This design comes from an exercise in tuning for small area and a short achievable clock period on the open sky130 flow, not from production work. Where RTL was checked, it was by simulation tests only, not by an equivalence proof against the original. Power and IR drop assume default switching activity.

== P ==
==> flow/design.v <==
`timescale 1ns/1ns
package cpuPkg;
  typedef logic [16-1:0] word_t;
  typedef logic [3:0] regIndex_t;
  typedef enum logic [3:0] {
    OP_NOP   = 4'd0,
    OP_ADD   = 4'd1,
    OP_SUB   = 4'd2,
    OP_AND   = 4'd3,
    OP_OR    = 4'd4,
    OP_XOR   = 4'd5,
    OP_MOVI  = 4'd6,
    OP_ADDI  = 4'd7,
    OP_CMPEQ = 4'd8,
    OP_CMPGT = 4'd9,
    OP_LOAD  = 4'd10,
    OP_BT    = 4'd11,
    OP_BF    = 4'd12,
    OP_JR    = 4'd13
  } opcode_t;
  typedef enum logic [2:0] {
    ALU_PASS, ALU_ADD, ALU_SUB, ALU_AND, ALU_OR, ALU_XOR, ALU_CMPEQ, ALU_CMPGT
  } aluOp_t;
  typedef enum logic [1:0] {MEM_NONE, MEM_LOAD} memOp_t;
  typedef enum logic [2:0] {JUMP_NONE, JUMP_REL, JUMP_REG} jumpOp_t;
  typedef enum logic [1:0] {BYP_FILE, BYP_EX, BYP_ME, BYP_IMM} bypassSel_t;
endpackage
`timescale 1ns/1ns
module adder16 (
  input  logic [15:0] a,
  input  logic [15:0] b,
  input  logic        cin,
  output logic [15:0] sum,
  output logic        c15,
  output logic [15:0] andAB,
  output logic [15:0] xorAB
);
  logic [15:0] g, p, gp;
  assign andAB = a & b;
  assign xorAB = a ^ b;
  always_comb begin
    g = andAB;
    p = xorAB;
    g[0] = g[0] | (p[0] & cin);
    gp = p;
    for (int l = 0; l < 4; l++) begin
      for (int i = 15; i >= 0; i--) begin
        if (((i >> l) & 1) == 1) begin
          g[i]  = g[i] | (gp[i] & g[((i >> l) << l) - 1]);
          gp[i] = gp[i] & gp[((i >> l) << l) - 1];
        end
      end
    end
  end
  assign sum = p ^ {g[14:0], cin};
  assign c15 = g[14];
endmodule
module addS8 (
  input  logic [15:0] a,
  input  logic [7:0]  b,
  output logic [15:0] y
);
  logic [7:0] g, p, gp, hi, inc, dec;
  logic       allOnes, allZeros, carry;
  always_comb begin
    g = a[7:0] & b;
    p = a[7:0] ^ b;
    gp = p;
    for (int l = 0; l < 3; l++) begin
      for (int i = 7; i >= 0; i--) begin
        if (((i >> l) & 1) == 1) begin
          g[i]  = g[i] | (gp[i] & g[((i >> l) << l) - 1]);
          gp[i] = gp[i] & gp[((i >> l) << l) - 1];
        end
      end
    end
    carry = g[7];
    hi = a[15:8];
    allOnes  = 1'b1;
    allZeros = 1'b1;
    for (int i = 0; i < 8; i++) begin
      inc[i]   = hi[i] ^ allOnes;
      dec[i]   = hi[i] ^ allZeros;
      allOnes  = allOnes & hi[i];
      allZeros = allZeros & !hi[i];
    end
    y[7:0] = p ^ {g[6:0], 1'b0};
    if (carry && !b[7])      y[15:8] = inc;
    else if (!carry && b[7]) y[15:8] = dec;
    else                     y[15:8] = hi;
  end
endmodule
`timescale 1ns/1ns
module cpu (
  input  logic          clk,
  input  logic          reset,
  output logic [15:0]   bAddr,
  input  logic [15:0]   bMemRead,
  output logic [15:0]   aAddr,
  input  logic [15:0]   aMemRead,
  output logic [15:0]   ifPc,
  output logic [15:0]   ifIr,
  output logic [15:0]   exCalResult,
  output logic [1:0]    exMemControl,
  output logic [3:0]    meRegisterT,
  output logic          meWriteEnable,
  output logic [15:0]   meCalResult,
  output logic          tFlag,
  output logic [175:0]  registerValue
);
  logic [15:0] pc;
  logic [15:0] idIr;
  logic        inDelaySlot;
  logic [3:0]  exRegisterT;
  logic        exWriteEnable;
  logic        exLoad;
  logic [15:0] regs [11];
  logic [15:0] opS, opM;
  logic        sFromEx, sFromMe, mFromEx, mFromMe;
  logic [3:0] op;
  assign op = idIr[15:12];
  logic isAdd, isSub, isAnd, isOr, isXor, isMovi, isAddi, isCmpEq, isCmpGt, isLoad;
  logic isBt, isBf, isJr;
  assign isAdd   = op == 4'd1;
  assign isSub   = op == 4'd2;
  assign isAnd   = op == 4'd3;
  assign isOr    = op == 4'd4;
  assign isXor   = op == 4'd5;
  assign isMovi  = op == 4'd6;
  assign isAddi  = op == 4'd7;
  assign isCmpEq = op == 4'd8;
  assign isCmpGt = op == 4'd9;
  assign isLoad  = op == 4'd10;
  assign isBt    = op == 4'd11;
  assign isBf    = op == 4'd12;
  assign isJr    = op == 4'd13;
  logic decWriteEnable;
  assign decWriteEnable = (op >= 4'd1 && op <= 4'd7) || isLoad;
  logic [15:0] rs, rm;
  assign rs = sFromEx ? exCalResult : (sFromMe ? meCalResult : opS);
  assign rm = mFromEx ? exCalResult : (mFromMe ? meCalResult : opM);
  logic        invert, carryIn;
  logic [15:0] bOp, p, g, sum;
  logic        c15;
  assign bOp    = rm ^ {16{invert}};
  adder16 aluAdder (.a(rs), .b(bOp), .cin(carryIn), .sum(sum), .c15(c15), .andAB(g), .xorAB(p));
  logic gt, eq;
  assign gt = (!rs[15] && rm[15]) || ((!rs[15] || rm[15]) && c15);
  assign eq = p == 16'd0;
  logic [15:0] result;
  logic selSum, selG, selP, selRm;
  assign selSum = isAdd || isAddi || isSub;
  assign selG   = isAnd || isOr;
  assign selP   = isXor || isOr;
  assign selRm  = !(selSum || selG || selP);
  assign result = ({16{selSum}} & sum) | ({16{selG}} & g) | ({16{selP}} & p) | ({16{selRm}} & rm);
  logic tNext;
  assign tNext = isCmpGt ? gt : eq;
  logic [7:0] immA;
  always_comb begin
    if (isMovi)      immA = idIr[7:0];
    else if (isAddi) immA = {{4{idIr[3]}}, idIr[3:0]};
    else if (isLoad) immA = {4'b0, idIr[3:0]};
    else             immA = 8'd0;
  end
  logic [15:0] addrNext;
  addS8 addrAdder (.a(rs), .b(immA), .y(addrNext));
  logic jumpRel, jumpReg;
  assign jumpRel = !inDelaySlot && ((isBt && tFlag) || (isBf && !tFlag));
  assign jumpReg = !inDelaySlot && isJr;
  logic [15:0] pcAdd;
  addS8 pcAdder (.a(pc), .b(jumpRel ? idIr[7:0] : 8'd1), .y(pcAdd));
  logic [15:0] nxtIr;
  assign nxtIr = {reset ? 8'd0 : bMemRead[15:8], bMemRead[7:0]};
  logic [3:0] nS, nM;
  logic       nImm;
  assign nS   = bMemRead[7:4];
  assign nM   = bMemRead[3:0];
  assign nImm = nxtIr[15:13] == 3'b011;   
  logic [15:0] readS, readM, immM;
  logic [15:0] regsNext [11];
  always_comb begin
    readS = 16'd0;
    readM = 16'd0;
    for (int i = 0; i < 11; i++) begin
      readS = readS | ({16{nS == 4'(i)}} & regsNext[i]);
      readM = readM | ({16{nM == 4'(i)}} & regsNext[i]);
    end
  end
  assign immM = nxtIr[12] ? {{12{nxtIr[3]}}, nxtIr[3:0]} : {{8{nxtIr[7]}}, nxtIr[7:0]};
  always_ff @(posedge clk) begin
    if (reset) begin
      pc            <= 16'd0;
      exWriteEnable <= 1'b0;
      meWriteEnable <= 1'b0;
      tFlag         <= 1'b0;
      meCalResult   <= 16'd0;
    end else begin
      pc            <= jumpReg ? rs : pcAdd;
      exWriteEnable <= decWriteEnable;
      meWriteEnable <= exWriteEnable;
      if (isCmpEq || isCmpGt) tFlag <= tNext;
      meCalResult   <= exLoad ? aMemRead : exCalResult;
    end
    idIr        <= nxtIr;
    invert      <= nxtIr[15:12] == 4'd2 || nxtIr[15:12] == 4'd9;
    carryIn     <= nxtIr[15:12] == 4'd2;
    inDelaySlot <= jumpRel || jumpReg;
    exLoad      <= isLoad;
    opS         <= readS;
    opM         <= nImm ? immM : readM;
    sFromEx     <= nS < 4'd11 && decWriteEnable && idIr[11:8] == nS;
    sFromMe     <= nS < 4'd11 && exWriteEnable && exRegisterT == nS;
    mFromEx     <= !nImm && nM < 4'd11 && decWriteEnable && idIr[11:8] == nM;
    mFromMe     <= !nImm && nM < 4'd11 && exWriteEnable && exRegisterT == nM;
    exCalResult <= result;
    exRegisterT <= idIr[11:8];
    aAddr       <= addrNext;
    meRegisterT <= exRegisterT;
  end
  logic [15:0] writeValue;
  assign writeValue = reset ? 16'd0 : meCalResult;
  always_comb begin
    for (int i = 0; i < 11; i++) begin
      logic we;
      we = reset || (meWriteEnable && meRegisterT == 4'(i));
      regsNext[i] = ({16{we}} & writeValue) | ({16{!we}} & regs[i]);
    end
  end
  always_ff @(posedge clk) begin
    for (int i = 0; i < 11; i++) regs[i] <= regsNext[i];
  end
  always_comb begin
    for (int i = 0; i < 11; i++) registerValue[16*i +: 16] = regs[i];
  end
  assign bAddr        = pc;
  assign ifPc         = pc;
  assign ifIr         = bMemRead;
  assign exMemControl = {1'b0, exLoad};
endmodule
Settings: LEC_CHECK=0, CAP_MARGIN=20, CORE_MARGIN=2, CORE_UTILIZATION=40, SETUP_SLACK_MARGIN=3.0, SLEW_MARGIN=20; clock period 6.0 ns.
standard.sh (not shown) runs the stock make flow with config.mk's settings and CLKGATE_MAP_FILE= SYNTH_SCRIPT=/design/flow/synth_recipe.tcl, a recipe that flattens the netlist after the stock synthesis.
==> flow/flow/run.sh <==
#!/bin/bash
# The standard layout, with these changes:
#  - synthesis: flow/my_synth.tcl (abc scripts flow/map.abc for the adder
#    modules, flow/top.abc for the rest; no full/half adder cells);
#  - ports are buffered with the smallest buffer instead of a delay cell;
#  - clock tree synthesis without dummy loads.
# Everything else (floorplan, tap cells, power grid, placement, CTS,
# routing) is the standard flow's own flow, run through standard.sh.
set -euo pipefail
here=$(pwd)
bash standard.sh ADDER_MAP_FILE= SYNTH_SCRIPT="$here/flow/my_synth.tcl" \
  "BUFFER_PORTS_ARGS=-buffer_cell sky130_fd_sc_hd__buf_1" \
  "CTS_ARGS=-sink_clustering_enable -repair_clock_nets -dont_use_dummy_load -sink_clustering_size 20 -buf_list sky130_fd_sc_hd__clkbuf_4" \
  finish > "$here/standard_flow.log" 2>&1
==> flow/flow/map.abc <==
strash
map
topo
stime -c
buffer -c
upsize -c
dnsize -c
==> flow/flow/my_synth.tcl <==
# The standard synthesis script (synth_recipe.tcl) with two changes:
#  - abc maps the adder modules with flow/map.abc (plain mapping of the
#    prefix trees as written) and the rest with flow/top.abc (area-leaning),
#    instead of ORFS's speed script;
#  - the adder modules keep their own hierarchy while abc maps, so abc sees
#    each adder alone; they are flattened at the end, as synth_recipe.tcl does.
# Flip-flops are mapped before abc and all live in the top module, so the
# registers, their names and cells are those of the standard synthesis.
set ::my_dir [file dirname [file normalize [info script]]]
set ::my_keep_done 0
proc abc {args} {
  set i [lsearch -exact $args -script]
  if { $i < 0 } { yosys abc {*}$args; return }
  set j [expr {$i + 1}]
  yosys abc {*}[lreplace $args $j $j $::my_dir/map.abc] adder16 addS8
  yosys abc {*}[lreplace $args $j $j $::my_dir/top.abc] cpu
}
proc synth {args} {
  if { !$::my_keep_done } {
    set ::my_keep_done 1
    yosys setattr -mod -set keep_hierarchy 1 adder16 addS8
  }
  yosys synth -nofsm -noshare {*}$args
}
source $::env(SCRIPTS_DIR)/synth.tcl
# left out here: clear keep_hierarchy, flatten, clean up, hide names made inside functions, write 1_2_yosys.v
==> flow/flow/top.abc <==
strash
&get -n
&fraig -x
&put
scorr
dc2
strash
&get -n
&dch -f
&nf
&put
> inputs changed (P -> Q)
--- a/flow/design.v
+++ b/flow/design.v
@@ -177,16 +177,24 @@
   assign nS   = bMemRead[7:4];
   assign nM   = bMemRead[3:0];
   assign nImm = nxtIr[15:13] == 3'b011;   
   logic [15:0] readS, readM, immM;
-  logic [15:0] regsNext [11];
+  logic [10:0] hitReg;
+  logic        sHit, mHit;
   always_comb begin
     readS = 16'd0;
     readM = 16'd0;
+    sHit  = 1'b0;
+    mHit  = 1'b0;
     for (int i = 0; i < 11; i++) begin
-      readS = readS | ({16{nS == 4'(i)}} & regsNext[i]);
-      readM = readM | ({16{nM == 4'(i)}} & regsNext[i]);
-    end
+      hitReg[i] = meWriteEnable && meRegisterT == 4'(i);
+      readS = readS | ({16{nS == 4'(i) && !hitReg[i]}} & regs[i]);
+      readM = readM | ({16{nM == 4'(i) && !hitReg[i]}} & regs[i]);
+      sHit  = sHit | (nS == 4'(i) && hitReg[i]);
+      mHit  = mHit | (nM == 4'(i) && hitReg[i]);
+    end
+    readS = readS | ({16{sHit}} & meCalResult);
+    readM = readM | ({16{mHit}} & meCalResult);
   end
   assign immM = nxtIr[12] ? {{12{nxtIr[3]}}, nxtIr[3:0]} : {{8{nxtIr[7]}}, nxtIr[7:0]};
   always_ff @(posedge clk) begin
     if (reset) begin
@@ -219,17 +227,12 @@
     meRegisterT <= exRegisterT;
   end
   logic [15:0] writeValue;
   assign writeValue = reset ? 16'd0 : meCalResult;
-  always_comb begin
+  always_ff @(posedge clk) begin
     for (int i = 0; i < 11; i++) begin
-      logic we;
-      we = reset || (meWriteEnable && meRegisterT == 4'(i));
-      regsNext[i] = ({16{we}} & writeValue) | ({16{!we}} & regs[i]);
-    end
-  end
-  always_ff @(posedge clk) begin
-    for (int i = 0; i < 11; i++) regs[i] <= regsNext[i];
+      if (reset || (meWriteEnable && meRegisterT == 4'(i))) regs[i] <= writeValue;
+    end
   end
   always_comb begin
     for (int i = 0; i < 11; i++) registerValue[16*i +: 16] = regs[i];
   end
==> comparison <==
Q | stages: all done | timing, DRC, antenna: all pass. Static leakage power delta (Q − P): favourable. Q vs. P: area of all sequential standard cells went up by about 30%. Q: endpoint required time on the critical path 1.85 ns below P. Row utilization: Q lower / P higher. Fmax ends up higher on Q. In the reports for P and Q, the larger clock power belongs to P. Q against P; number of placement rows is down slightly. | tightest slew margin relative to the limit | Q vs P | worse |. Cell count along the critical path: lower on Q. Die area improves in Q relative to P. Summary of Q over P: sequential group share of total power went down; final layout net count decreased 450; total chip power has increased; met3 layer wire length in the routed design went down 1.3 mm.
Function not checked in P: the RTL went through the layout flow alone.

port drivers added, routing unchanged:
In the flow no input, the clock included, has a driving cell. The finished layouts below were timed again as built, in two steps.
Step 1 sets driving cells, clkbuf_16 on the clock port and buf_2 on the other inputs (assumed; they add their load-dependent delay and slew).
Step 2 also shifts input and output timing later by t, the mid clock arrival at the registers, as if the neighbouring blocks saw the same clock.
Slacks: ideal ports / drivers / drivers and shift; pairs: ideal ports / drivers.
| run | shift t [ns] | slack for setup (ns) | worst hold slack (ns) | worst register clock-pin slew, ns | worst slew at a driven data input, ns |
|---|---|---|---|---|---|
| P | 0.826 | 2.999 / 3.006 / 2.202 | 0.382 / 0.382 / 0.382 | 0.07 / 0.07 | 0.04 |
| Q | 0.811 | 3.035 / 3.006 / 2.358 | 0.394 / 0.394 / 0.394 | 0.08 / 0.08 | 0.07 |
After both steps setup and hold are still met in every run listed. For P, which loses most, drivers alone change the setup slack by +0.007 ns; drivers and shift together by -0.797 ns.
